Source: an optimization exercise on an open RTL-to-GDS flow (aim: small area, a short achievable clock period and few clock cycles per item). Production flows keep margins and buffers that such runs may drop. Only simulation tests tie the RTL to the original design; equivalence was not proved.

==> nickel: inputs <==
## anubis_round_engine
module anubis_round_engine #(
    parameter int ROUNDS = 12,
    parameter int IDXW   = 5
) (
    input  logic            clk,
    input  logic            reset,
    input  logic            in_valid,
    output logic            in_ready,
    input  logic [127:0]    in_dat,
    output logic [IDXW-1:0] rk_idx,
    input  logic [127:0]    rk_dat,
    output logic            out_valid,
    input  logic            out_ready,
    output logic [127:0]    out_dat
);
    function automatic logic [7:0] x2(input logic [7:0] x);
        x2 = {x[6:0], 1'b0} ^ (x[7] ? 8'h1d : 8'h00);
    endfunction
    function automatic logic [7:0] x4(input logic [7:0] x);
        x4 = x2(x2(x));
    endfunction
    function automatic logic [7:0] byte_of(input logic [127:0] v, input int unsigned n);
        byte_of = v[8*(15-n) +: 8];
    endfunction
    function automatic logic [31:0] theta_mix(input logic [31:0] g);
        logic [7:0] g0, g1, g2, g3, d01, d02, d13, d23;
        g0  = g[31:24];
        g1  = g[23:16];
        g2  = g[15:8];
        g3  = g[7:0];
        d01 = g0 ^ g1;
        d02 = g0 ^ g2;
        d13 = g1 ^ g3;
        d23 = g2 ^ g3;
        theta_mix = {x2(d13) ^ x4(d23),
                     x2(d02) ^ x4(d23),
                     x2(d13) ^ x4(d01),
                     x2(d02) ^ x4(d01)};
    endfunction
    logic [127:0] ra, rb;              
  ...
==> flow/config.mk <==
export PLATFORM = sky130hd
export DESIGN_NAME = anubis_round_engine
export DESIGN_NICKNAME = anubis_round_engine
export VERILOG_FILES = /design/flow/design.v
export SDC_FILE = /design/flow/constraint.sdc
export NUM_CORES = 4
export LEC_CHECK = 0
export CAP_MARGIN = 20
export CORE_MARGIN = 2
export CORE_UTILIZATION = 50
export CTS_BUF_LIST = sky130_fd_sc_hd__clkbuf_16 sky130_fd_sc_hd__clkbuf_8
export CTS_CLUSTER_DIAMETER = 80
export CTS_CLUSTER_SIZE = 30
export GPL_ROUTABILITY_DRIVEN = 0
export PLACE_DENSITY = 0.6
export SETUP_SLACK_MARGIN = 4.2
export SLEW_MARGIN = 20
==> flow/constraint.sdc <==
create_clock -name core_clock -period 7.0 [get_ports {clk}]
set_input_delay 1.4000 -clock core_clock [delete_from_list [all_inputs] [get_ports {clk}]]
set_output_delay 1.4000 -clock core_clock [all_outputs]
set_load 0.01 [all_outputs]
standard.sh (not shown) runs the stock make flow with config.mk's settings and CLKGATE_MAP_FILE= SYNTH_SCRIPT=/design/flow/synth_recipe.tcl, a recipe that flattens the netlist after the stock synthesis.
==> flow/flow/run.sh <==
#!/bin/bash
# Layout flow:
#  2. the same ORFS synthesis script again, with each module synthesized on its
#     own (the S-box mini-boxes P and Q are small modules) and ABC run with the
#     script in flow/own.abc instead of ORFS's speed script, and no full-adder
#     extraction; its registers must come out identical (names and cell types)
#     to the standard synthesis, else the standard netlist is used;
#  3. the standard layout from floorplan on, with small input-port buffers
#     and buf_2 output-port buffers.
# Each tool's output goes to a log file of its own in this folder.
set -euo pipefail
WORK=$(pwd)
R=$WORK/orfs/results/$FLOW_PLATFORM/anubis_round_engine/base
bash standard.sh synth > synth_std.log 2>&1
cp "$R/1_2_yosys.v" "$WORK/std_synth.v"

# own synthesis
rm -rf "$WORK/own_scripts" "$WORK/own"
cp -r "$FLOW_HOME/scripts" "$WORK/own_scripts"
cp "$WORK/flow/own.abc" "$WORK/own_scripts/abc_speed.script"
make -C "$FLOW_HOME" DESIGN_CONFIG="$WORK/config.mk" WORK_HOME="$WORK/own" \
    CLKGATE_MAP_FILE= SYNTH_SCRIPT="$WORK/synth_recipe.tcl" SCRIPTS_DIR="$WORK/own_scripts" \
    SYNTH_HIERARCHICAL=1 SYNTH_MINIMUM_KEEP_SIZE=0 ADDER_MAP_FILE= synth > synth_own.log 2>&1 || true
OWN=$WORK/own/results/$FLOW_PLATFORM/anubis_round_engine/base/1_2_yosys.v

flops() {
    grep -E '^ *sky130_fd_sc_hd__[a-z0-9_]*(df|dl)[a-z0-9_]* ' "$1" | awk '{print $1, $2}' | sort
}
if [[ -s "$OWN" ]] && flops "$WORK/std_synth.v" > flops_std.txt && flops "$OWN" > flops_own.txt \
    && [[ -s flops_std.txt ]] && cmp -s flops_std.txt flops_own.txt; then
    echo "using own synthesis" > synth_choice.log
    cp "$OWN" "$R/1_2_yosys.v"
    rm -f "$R/1_synth.odb" "$R/1_synth.sdc"
else
    echo "registers differ or own synthesis failed: using the standard synthesis" > synth_choice.log
fi

export PRE_RESIZE_TCL=$WORK/flow/outbuf.tcl
export CTS_ARGS="-sink_clustering_enable -repair_clock_nets -sink_clustering_size 40 -sink_clustering_max_diameter 100 -buf_list {sky130_fd_sc_hd__clkbuf_16} -dont_use_dummy_load"
bash standard.sh BUFFER_PORTS_ARGS="-inputs -buffer_cell sky130_fd_sc_hd__buf_1" finish > layout.log 2>&1
==> flow/flow/outbuf.tcl <==
# Buffer the output ports with a stronger buffer than the input ports get.
buffer_ports -outputs -buffer_cell sky130_fd_sc_hd__buf_2
==> flow/flow/own.abc <==
strash; &get -n; &deepsyn -T 10; &put; strash; &get -n; &dch -f; &nf; &put; topo; stime
==> violet (differences from nickel) <==
--- a/flow/flow/run.sh
+++ b/flow/flow/run.sh
@@ -37,4 +37,4 @@
 
 export PRE_RESIZE_TCL=$WORK/flow/outbuf.tcl
-export CTS_ARGS="-sink_clustering_enable -repair_clock_nets -sink_clustering_size 40 -sink_clustering_max_diameter 100 -buf_list {sky130_fd_sc_hd__clkbuf_16} -dont_use_dummy_load"
+export CTS_ARGS="-sink_clustering_enable -repair_clock_nets -sink_clustering_size 35 -sink_clustering_max_diameter 90 -buf_list {sky130_fd_sc_hd__clkbuf_16} -dont_use_dummy_load"
 bash standard.sh BUFFER_PORTS_ARGS="-inputs -buffer_cell sky130_fd_sc_hd__buf_1" finish > layout.log 2>&1
- GPL_ROUTABILITY_DRIVEN: 0 -> not set
==> yarrow (differences from nickel) <==
--- a/flow/flow/run.sh
+++ b/flow/flow/run.sh
@@ -37,4 +37,4 @@
 
 export PRE_RESIZE_TCL=$WORK/flow/outbuf.tcl
-export CTS_ARGS="-sink_clustering_enable -repair_clock_nets -sink_clustering_size 40 -sink_clustering_max_diameter 100 -buf_list {sky130_fd_sc_hd__clkbuf_16} -dont_use_dummy_load"
+export CTS_ARGS="-sink_clustering_enable -repair_clock_nets -sink_clustering_size 30 -sink_clustering_max_diameter 80 -buf_list {sky130_fd_sc_hd__clkbuf_16 sky130_fd_sc_hd__clkbuf_8} -dont_use_dummy_load"
 bash standard.sh BUFFER_PORTS_ARGS="-inputs -buffer_cell sky130_fd_sc_hd__buf_1" finish > layout.log 2>&1
- GPL_ROUTABILITY_DRIVEN: 0 -> not set
- SETUP_SLACK_MARGIN: 4.2 -> 4.1
==> summary.txt <==
Outcome: yarrow finished clean; nickel finished clean; violet finished clean
Final cycle utilization of the critical path: yarrow 0.403; nickel 0.394; violet 0.400
Worst-case hold path end point: yarrow rk_idx[2]; nickel rk_idx[0]; violet rk_idx[0]
Detailed Place HPWL: yarrow 56500 um; nickel 55900 um; violet 55800 um
Proportion of layout cells with a drive suffix above 1: yarrow 0.0754; nickel 0.0840; violet 0.0809
Wire length on met2: yarrow 35300 um; nickel 34900 um; violet 34100 um
Min Hold Slack: yarrow 0.461 ns; nickel 0.456 ns; violet 0.477 ns
Startpoint of the most critical hold path: yarrow rk_idx[2]; nickel rk_idx[0]; violet rk_idx[0]
Initial DRC count: yarrow 1451; nickel 1572; violet 1494
Clock latency on the worst-skew pair: yarrow 0.56 ns; nickel 0.53 ns; violet 0.56 ns
Non-clock buffer count: yarrow 411; nickel 412; violet 411
Global-route track usage on met2: yarrow 0.476; nickel 0.476; violet 0.468
Global routing usage on met3: yarrow 0.0239; nickel 0.0254; violet 0.0327
Post-CTS setup buffers: yarrow 0; nickel 3; violet 4
Non-filler cells in the finished layout: yarrow 3740; nickel 3730; violet 3736
Area of all placed cells without fillers: yarrow 28200 um2; nickel 28100 um2; violet 28100 um2
Number of clock buffer instances in the layout: yarrow 26; nickel 15; violet 21
Crit path max fanout: yarrow 5; nickel 7; violet 7
Endpoint of the worst setup timing path: yarrow ra[92]; nickel ra[43]; violet ra[18]
Testbench counts of nickel, summed over its fixed seeds: cycles 6,680, items 512.
Testbench counts of violet, summed over its fixed seeds: cycles 6,680, items 512.
Testbench counts of yarrow, summed over its fixed seeds: cycles 6,680, items 512.

[static timing again, ports no longer ideal]
No port has a modelled driver above. Below, the same layouts with a new extraction and two added sets of constraints.
Step 1 assumes that a clkbuf_16 drives the clock port and a buf_2 every other input.
Step 2 moves the port delays by t, midway between the first and last clock arrival at a register: inputs arrive t later, outputs are due t later. That takes back most of the time a late clock gives input paths.
a / b / c = ideal ports / drivers / drivers and shift; a / b = the first two.
run | t (ns) | setup WS [ns] | clock arrival spread, ns
nickel | 0.572 | 4.243 / 4.209 / 3.763 | 0.042 / 0.042
violet | 0.591 | 4.199 / 4.199 / 4.000 | 0.059 / 0.059
yarrow | 0.614 | 4.180 / 4.126 / 3.715 | 0.036 / 0.036
After both steps every run listed still meets setup and hold. The setup slack of nickel, which loses most, moves by -0.034 ns with the drivers and by -0.480 ns with both steps.
